This is an optimization exercise on Yosys and OpenROAD, whose aim is small area, a short achievable clock period and few clock cycles per item, not a production implementation. Only simulation tests tie the RTL to the original design; equivalence was not proved. Power and IR drop assume default switching activity.

## lane 4
==> flow/design.v (excerpt) <==
module overwrite_ring_queue_of_strings_unit (
	input  logic                        clk,
	input  logic                        arst_n,
	input  logic                        psel,
	input  logic                        penable,
	input  logic                        pwrite,
	input  logic [orq_pkg::APB_AW-1:0]  paddr,
	input  logic [orq_pkg::APB_DW-1:0]  pwdata,
	output logic [orq_pkg::APB_DW-1:0]  prdata,
	output logic                        pready,
	input  logic                        req_valid,
	output logic                        req_ready,
	input  logic                        req_op,
	input  logic [orq_pkg::BYTE_W-1:0]  req_in_byte,
	input  logic                        req_has_byte,
	input  logic                        req_is_last,
	output logic                        rsp_valid,
	input  logic                        rsp_ready,
	output logic [orq_pkg::BYTE_W-1:0]  rsp_out_byte,
	output logic                        rsp_byte_valid,
	output logic                        rsp_out_last,
	output logic                        rsp_was_empty,
	output logic [orq_pkg::OCC_W-1:0]   rsp_occupancy
);
make LEC_CHECK=0 ABC_CLOCK_PERIOD_IN_PS=3500 CAP_MARGIN=20 CELL_PAD_IN_SITES_DETAIL_PLACEMENT=1 CELL_PAD_IN_SITES_GLOBAL_PLACEMENT=2 CORE_MARGIN=2 CORE_UTILIZATION=45 CTS_CLUSTER_DIAMETER=100 CTS_CLUSTER_SIZE=25 PLACE_DENSITY=0.6 SETUP_SLACK_MARGIN=4.6 SLEW_MARGIN=20 SYNTH_HIERARCHICAL=1 finish   # period 8.0 ns
run.sh (not shown) runs the stock make flow with config.mk's settings and CLKGATE_MAP_FILE= SYNTH_SCRIPT=/design/flow/synth_recipe.tcl, a recipe that flattens the netlist after the stock synthesis.
Testbench counts of lane 4, summed over its fixed seeds: cycles 31,335, items 28,834.
#### Input delta (lane 3 over lane 4)
--- a/flow/design.v
+++ b/flow/design.v
@@ -103,26 +103,15 @@
 	endfunction
 	logic [ROWS_CFG_W-1:0]  rows_cfg_n;
 	logic [BYTES_CFG_W-1:0] bytes_cfg_n;
 	logic                   reg_sel;
 	assign pready  = 1'b1;
 	assign reg_sel = paddr[REG_IDX_LSB];
-	logic                   sel_n;
-	logic [BYTES_CFG_W-1:0] rd_cfg, t_b, t_r;
-	orq_inv u_sel_n (.a(reg_sel), .y(sel_n));
-	for (genvar b = 0; b < BYTES_CFG_W; b++) begin : g_prd
-		orq_nand2 u_b (.a(reg_sel), .b(!bytes_cfg_n[b]), .y(t_b[b]));
-		if (b < ROWS_CFG_W) begin : g_rows
-			orq_nand2 u_r (.a(sel_n), .b(!rows_cfg_n[b]), .y(t_r[b]));
-			orq_nand2 u_o (.a(t_b[b]), .b(t_r[b]), .y(rd_cfg[b]));
-		end else begin : g_top
-			assign t_r[b] = 1'b1;
-			orq_inv u_o (.a(t_b[b]), .y(rd_cfg[b]));
-		end
-	end
-	assign prdata = {{(APB_DW-BYTES_CFG_W){1'b0}}, rd_cfg};
+	logic [BYTES_CFG_W-1:0] rd_cfg_n;
+	assign rd_cfg_n = reg_sel ? bytes_cfg_n : {1'b1, rows_cfg_n};
+	assign prdata   = {{(APB_DW-BYTES_CFG_W){1'b0}}, ~rd_cfg_n};
 	logic [OCC_W-1:0] rows;
 	logic [COL_W-1:0] limit;
 	always_ff @(posedge clk or negedge arst_n) begin
 		if (!arst_n) begin
 			rows_cfg_n  <= ~ROWS_RESET;
 			bytes_cfg_n <= ~BYTES_RESET;
@@ -420,19 +409,6 @@
 	input  logic a2,
 	input  logic b2,
 	output logic y
 );
 	assign y = !((a0 && b0) || (a1 && b1) || (a2 && b2));
 endmodule
-module orq_nand2 (
-	input  logic a,
-	input  logic b,
-	output logic y
-);
-	assign y = !(a && b);
-endmodule
-module orq_inv (
-	input  logic a,
-	output logic y
-);
-	assign y = !a;
-endmodule
Findings:
Result for lane 3 and lane 4: all clean
sky130_fd_sc_hd__buf_2 as the cell with the biggest individual delay on the critical path was reported by lane 4, and sky130_fd_sc_hd__a222oi_1 by lane 3.
The higher combinational share of power of lane 3 and lane 4 is in lane 3.
For the setup slack at placement, lane 3 came in 0.76 ns lower than lane 4 did.
Between lane 4 and lane 3, critical path depth increased.
| total number of multi-input combinational cells | lane 3 vs lane 4 | ≈ equal |
Wire length, lane 3 and lane 4: higher on lane 3
Testbench counts of lane 3, summed over its fixed seeds: cycles 31,335, items 28,834.

---

Another version of the RTL of overwrite_ring_queue_of_strings_unit (not shown whole).
Size in the first run: ~7900 cells after synthesis, roughly 4400 flip-flops, about 100 I/O pins.
==> flow/config.mk <==
export PLATFORM = sky130hd
export DESIGN_NAME = overwrite_ring_queue_of_strings_unit
export DESIGN_NICKNAME = overwrite_ring_queue_of_strings_unit
export VERILOG_FILES = /design/flow/design.v
export SDC_FILE = /design/flow/constraint.sdc
export NUM_CORES = 4
export LEC_CHECK = 0
export ABC_CLOCK_PERIOD_IN_PS = 3500
export CAP_MARGIN = 20
export CELL_PAD_IN_SITES_DETAIL_PLACEMENT = 1
export CELL_PAD_IN_SITES_GLOBAL_PLACEMENT = 2
export CORE_MARGIN = 2
export CORE_UTILIZATION = 45
export CTS_CLUSTER_DIAMETER = 100
export CTS_CLUSTER_SIZE = 25
export PLACE_DENSITY = 0.6
export SETUP_SLACK_MARGIN = 4.4
export SLEW_MARGIN = 20
export SYNTH_HIERARCHICAL = 1
==> flow/constraint.sdc <==
create_clock -name core_clock -period 8.0 [get_ports {clk}]
set_input_delay 1.6000 -clock core_clock [delete_from_list [all_inputs] [get_ports {clk}]]
set_output_delay 1.6000 -clock core_clock [all_outputs]
set_load 0.01 [all_outputs]
Testbench counts at the start, summed over its fixed seeds: cycles 31,335, items 28,834.
Edit:
--- a/flow/design.v
+++ b/flow/design.v
@@ -216,23 +216,23 @@
 		hazard = (do_write && (q_hit || (act_v && act_rd && (act_row == tail_q) &&
 			(fill_q > act_k || (fill_q == act_k && !beat))))) || (is_enq && m_il && q_hit);
 	end
 	assign consume  = m_v && !hazard && !(is_deq && q_cnt == (QAW+1)'(QD));
 	assign fill_new = do_write ? fill_q + COL_W'(1) : fill_q;
 	assign len_new  = do_write ? fill_q + COL_W'(1) : (fill_lt ? fill_q : limit);
 	assign e_empty = (held_q == '0);
 	assign e_row   = head_q;
 	assign e_len   = len_mem[head_q];
 	assign e_rd    = !e_empty && (e_len != '0);
 	assign e_occ   = e_empty ? '0 : held_q - OCC_W'(1);
-	assign push    = is_deq && (q_cnt != (QAW+1)'(QD));
+	assign push    = consume && is_deq;
 	always_ff @(posedge clk or negedge arst_n) begin
 		if (!arst_n) begin
 			head_q <= '0;
 			tail_q <= '0;
 			held_q <= '0;
 			fill_q <= '0;
 		end else if (consume) begin
 			if (m_op == OP_ENQ) begin
 				if (m_il) begin
 					if (held_q >= rows) begin
 						head_q <= advance(head_q, rows);
@@ -346,23 +346,23 @@
 			for (int i = 0; i < QD; i++) begin
 				if (q_push && q_wp == QAW'(i))     q_val[i] <= 1'b1;
 				else if (q_pop && q_rp == QAW'(i)) q_val[i] <= 1'b0;
 			end
 			if (beat)        p_v <= 1'b1;
 			else if (o_load) p_v <= 1'b0;
 			if (o_load)         out_v <= 1'b1;
 			else if (rsp_ready) out_v <= 1'b0;
 		end
 	end
 	always_ff @(posedge clk) begin
-		if (push) begin
+		if (q_push) begin
 			q_rd[q_wp]    <= e_rd;
 			q_empty[q_wp] <= e_empty;
 			q_row[q_wp]   <= e_row;
 			q_occ[q_wp]   <= e_occ;
 		end
 		if (load_from_q) begin
 			act_rd     <= q_rd[q_rp];
 			act_empty  <= q_empty[q_rp];
 			act_row    <= q_row[q_rp];
 			act_rem    <= len_mem[q_row[q_rp]];
 			act_occ    <= q_occ[q_rp];
=>
- The changed run produced a clean layout
- via count falls by 1.0%
- critical path depth is unchanged
- final area barely changes
- first-iteration DRC count fell by 4.8%
- total power grows by 1.7%
- sequential share of layout area climbs by 0.21 points
Testbench counts after the change, summed over its fixed seeds: cycles 31,335, items 28,834.

---

overwrite_ring_queue_of_strings_unit with an RTL version that a note above also has.
For scale: about 7,900 cells after synthesis, roughly 4,400 flip-flops, roughly 100 I/O pins, about 160,000 sq um of cells after synthesis.
Design overwrite_ring_queue_of_strings_unit, start of the top module:
module overwrite_ring_queue_of_strings_unit (
	input  logic                        clk,
	input  logic                        arst_n,
	input  logic                        psel,
	input  logic                        penable,
	input  logic                        pwrite,
	input  logic [orq_pkg::APB_AW-1:0]  paddr,
	input  logic [orq_pkg::APB_DW-1:0]  pwdata,
	output logic [orq_pkg::APB_DW-1:0]  prdata,
	output logic                        pready,
	input  logic                        req_valid,
	output logic                        req_ready,
	input  logic                        req_op,
	input  logic [orq_pkg::BYTE_W-1:0]  req_in_byte,
	input  logic                        req_has_byte,
	input  logic                        req_is_last,
	output logic                        rsp_valid,
	input  logic                        rsp_ready,
	output logic [orq_pkg::BYTE_W-1:0]  rsp_out_byte,
	output logic                        rsp_byte_valid,
	output logic                        rsp_out_last,
	output logic                        rsp_was_empty,
	output logic [orq_pkg::OCC_W-1:0]   rsp_occupancy
);
	localparam int NCOL = MAX_ROW_BYTES - 1;    
	localparam int QD   = 8;                    
	localparam int QAW  = 3;
	function automatic logic [OCC_W-1:0] eff_rows(input logic [ROWS_CFG_W-1:0] cfg);
		logic [OCC_W-1:0] r;
		if (cfg == '0) begin
			r = OCC_W'(1);
		end else if (OCC_W'(cfg) > OCC_W'(MAX_ROWS)) begin
			r = OCC_W'(MAX_ROWS);
		end else begin
			r = OCC_W'(cfg);
		end
		eff_rows = r;
	endfunction
	function automatic logic [COL_W-1:0] eff_limit(input logic [BYTES_CFG_W-1:0] cfg);
		logic [BYTES_CFG_W-1:0] c;
		c = cfg;
		if (c < BYTES_CFG_W'(2)) begin
			c = BYTES_CFG_W'(2);
		end else if (c > BYTES_CFG_W'(MAX_ROW_BYTES)) begin
			c = BYTES_CFG_W'(MAX_ROW_BYTES);
		end
		eff_limit = COL_W'(c - BYTES_CFG_W'(1));
	endfunction
	function automatic logic [ROW_W-1:0] advance(input logic [ROW_W-1:0] idx,
		input logic [OCC_W-1:0] rows);
		logic [OCC_W:0] nxt;
		nxt = (OCC_W+1)'(idx) + (OCC_W+1)'(1);
		advance = (nxt >= (OCC_W+1)'(rows)) ? '0 : ROW_W'(nxt);
	endfunction
	logic [ROWS_CFG_W-1:0]  rows_cfg_n;
  ...
Settings: LEC_CHECK=0, ABC_CLOCK_PERIOD_IN_PS=3500, CAP_MARGIN=20, CELL_PAD_IN_SITES_DETAIL_PLACEMENT=1, CELL_PAD_IN_SITES_GLOBAL_PLACEMENT=2, CORE_MARGIN=2, CORE_UTILIZATION=45, CTS_CLUSTER_DIAMETER=100, CTS_CLUSTER_SIZE=25, PLACE_DENSITY=0.6, SETUP_SLACK_MARGIN=4.4, SLEW_MARGIN=20, SYNTH_HIERARCHICAL=1; clock period 8.0 ns.
Testbench counts at the start, summed over its fixed seeds: cycles 31,335, items 28,834.
Then changed:
--- a/flow/design.v
+++ b/flow/design.v
@@ -102,17 +102,28 @@
 		advance = (nxt >= (OCC_W+1)'(rows)) ? '0 : ROW_W'(nxt);
 	endfunction
 	logic [ROWS_CFG_W-1:0]  rows_cfg_n;
 	logic [BYTES_CFG_W-1:0] bytes_cfg_n;
 	logic                   reg_sel;
 	assign pready  = 1'b1;
 	assign reg_sel = paddr[REG_IDX_LSB];
-	logic [BYTES_CFG_W-1:0] rd_cfg_n;
-	assign rd_cfg_n = reg_sel ? bytes_cfg_n : {1'b1, rows_cfg_n};
-	assign prdata   = {{(APB_DW-BYTES_CFG_W){1'b0}}, ~rd_cfg_n};
+	logic                   sel_n;
+	logic [BYTES_CFG_W-1:0] rd_cfg, t_b, t_r;
+	orq_inv u_sel_n (.a(reg_sel), .y(sel_n));
+	for (genvar b = 0; b < BYTES_CFG_W; b++) begin : g_prd
+		orq_nand2 u_b (.a(reg_sel), .b(!bytes_cfg_n[b]), .y(t_b[b]));
+		if (b < ROWS_CFG_W) begin : g_rows
+			orq_nand2 u_r (.a(sel_n), .b(!rows_cfg_n[b]), .y(t_r[b]));
+			orq_nand2 u_o (.a(t_b[b]), .b(t_r[b]), .y(rd_cfg[b]));
+		end else begin : g_top
+			assign t_r[b] = 1'b1;
+			orq_inv u_o (.a(t_b[b]), .y(rd_cfg[b]));
+		end
+	end
+	assign prdata = {{(APB_DW-BYTES_CFG_W){1'b0}}, rd_cfg};
 	logic [OCC_W-1:0] rows;
 	logic [COL_W-1:0] limit;
 	always_ff @(posedge clk or negedge arst_n) begin
 		if (!arst_n) begin
 			rows_cfg_n  <= ~ROWS_RESET;
 			bytes_cfg_n <= ~BYTES_RESET;
 			rows        <= eff_rows(ROWS_RESET);
@@ -209,15 +220,15 @@
 	assign fill_new = do_write ? fill_q + COL_W'(1) : fill_q;
 	assign len_new  = do_write ? fill_q + COL_W'(1) : (fill_lt ? fill_q : limit);
 	assign e_empty = (held_q == '0);
 	assign e_row   = head_q;
 	assign e_len   = len_mem[head_q];
 	assign e_rd    = !e_empty && (e_len != '0);
 	assign e_occ   = e_empty ? '0 : held_q - OCC_W'(1);
-	assign push    = consume && is_deq;
+	assign push    = is_deq && (q_cnt != (QAW+1)'(QD));
 	always_ff @(posedge clk or negedge arst_n) begin
 		if (!arst_n) begin
 			head_q <= '0;
 			tail_q <= '0;
 			held_q <= '0;
 			fill_q <= '0;
 		end else if (consume) begin
@@ -285,24 +296,20 @@
 			end
 			assign rb[r][b] = !(&y && !(act_colhot[NCOL-1] && mem[r][NCOL-1][b]));
 		end
 	end
 	localparam int NGRP = 4;
 	localparam int GRPR = MAX_ROWS / NGRP;
 	logic [NGRP-1:0][BYTE_W-1:0] rd_grp, p_grp_q;
-	for (genvar g = 0; g < NGRP; g++) begin : g_grp
-		for (genvar b = 0; b < BYTE_W; b++) begin : g_bit
-			logic y;
-			orq_aoi222 u_sl (
-				.a0(act_rowhot[GRPR*g]),   .b0(rb[GRPR*g][b]),
-				.a1(act_rowhot[GRPR*g+1]), .b1(rb[GRPR*g+1][b]),
-				.a2(act_rowhot[GRPR*g+2]), .b2(rb[GRPR*g+2][b]),
-				.y (y)
-			);
-			assign rd_grp[g][b] = !(y && !(act_rowhot[GRPR*g+3] && rb[GRPR*g+3][b]));
+	always_comb begin
+		for (int g = 0; g < NGRP; g++) begin
+			rd_grp[g] = '0;
+			for (int i = 0; i < GRPR; i++) begin
+				rd_grp[g] = rd_grp[g] | (rb[GRPR*g+i] & {BYTE_W{act_rowhot[GRPR*g+i]}});
+			end
 		end
 	end
 	logic [BYTE_W-1:0] grp_byte;
 	always_comb begin
 		grp_byte = '0;
 		for (int g = 0; g < NGRP; g++) grp_byte = grp_byte | p_grp_q[g];
 	end
@@ -339,15 +346,15 @@
 			if (beat)        p_v <= 1'b1;
 			else if (o_load) p_v <= 1'b0;
 			if (o_load)         out_v <= 1'b1;
 			else if (rsp_ready) out_v <= 1'b0;
 		end
 	end
 	always_ff @(posedge clk) begin
-		if (q_push) begin
+		if (push) begin
 			q_rd[q_wp]    <= e_rd;
 			q_empty[q_wp] <= e_empty;
 			q_row[q_wp]   <= e_row;
 			q_occ[q_wp]   <= e_occ;
 		end
 		if (load_from_q) begin
 			act_rd     <= q_rd[q_rp];
@@ -408,7 +415,20 @@
 	input  logic b1,
 	input  logic a2,
 	input  logic b2,
 	output logic y
 );
 	assign y = !((a0 && b0) || (a1 && b1) || (a2 && b2));
 endmodule
+module orq_nand2 (
+	input  logic a,
+	input  logic b,
+	output logic y
+);
+	assign y = !(a && b);
+endmodule
+module orq_inv (
+	input  logic a,
+	output logic y
+);
+	assign y = !a;
+endmodule
After rerunning:
- The changed run ran to the end with no violations
- clock-buffer cell count rose by 9
- hold slack is about the same
- via count came out lower by 0.77%
- synthesized cell count rose by 1.1%
- global-route usage drops by 0.46 points
- die area stays flat
- wire length is lower by 2.0%
Testbench counts after the change, summed over its fixed seeds: cycles 31,335, items 28,834.

==> what the ideal ports hide <==
No port has a modelled driver above. Below, the same layouts with a new extraction and two added sets of constraints.
Step 1 assumes that a clkbuf_16 drives the clock port and a buf_2 every other input.
Step 2 adds t to the input delays and takes it off the output delays; t is the mean of the earliest and latest rising clock arrival at the registers after step 1. Input paths then give back, and output paths get back, about the clock's delay inside the block.
a / b / c = no drivers / after step 1 / after step 2; a / b = the first two.
run	t (ns)	slack for setup (ns)	worst slew at a driven data input, ns	pins driven straight from the clock port
lane 4	1.050	4.402 / 4.262 / 3.611	0.14	1
lane 3	1.041	4.118 / 4.118 / 3.869	0.07	1
the first run of note 2	1.054	4.273 / 4.219 / 3.430	0.14	1
the second run of note 2	1.050	4.332 / 4.258 / 3.442	0.14	1
the first run of note 3	1.058	4.320 / 4.251 / 3.513	0.07	1
the second run of note 3	1.044	4.260 / 4.188 / 3.536	0.13	1
After both steps every run listed still meets setup and hold. For the second run of note 2, which loses most, drivers alone change the setup slack by -0.074 ns; drivers and shift together by -0.890 ns.
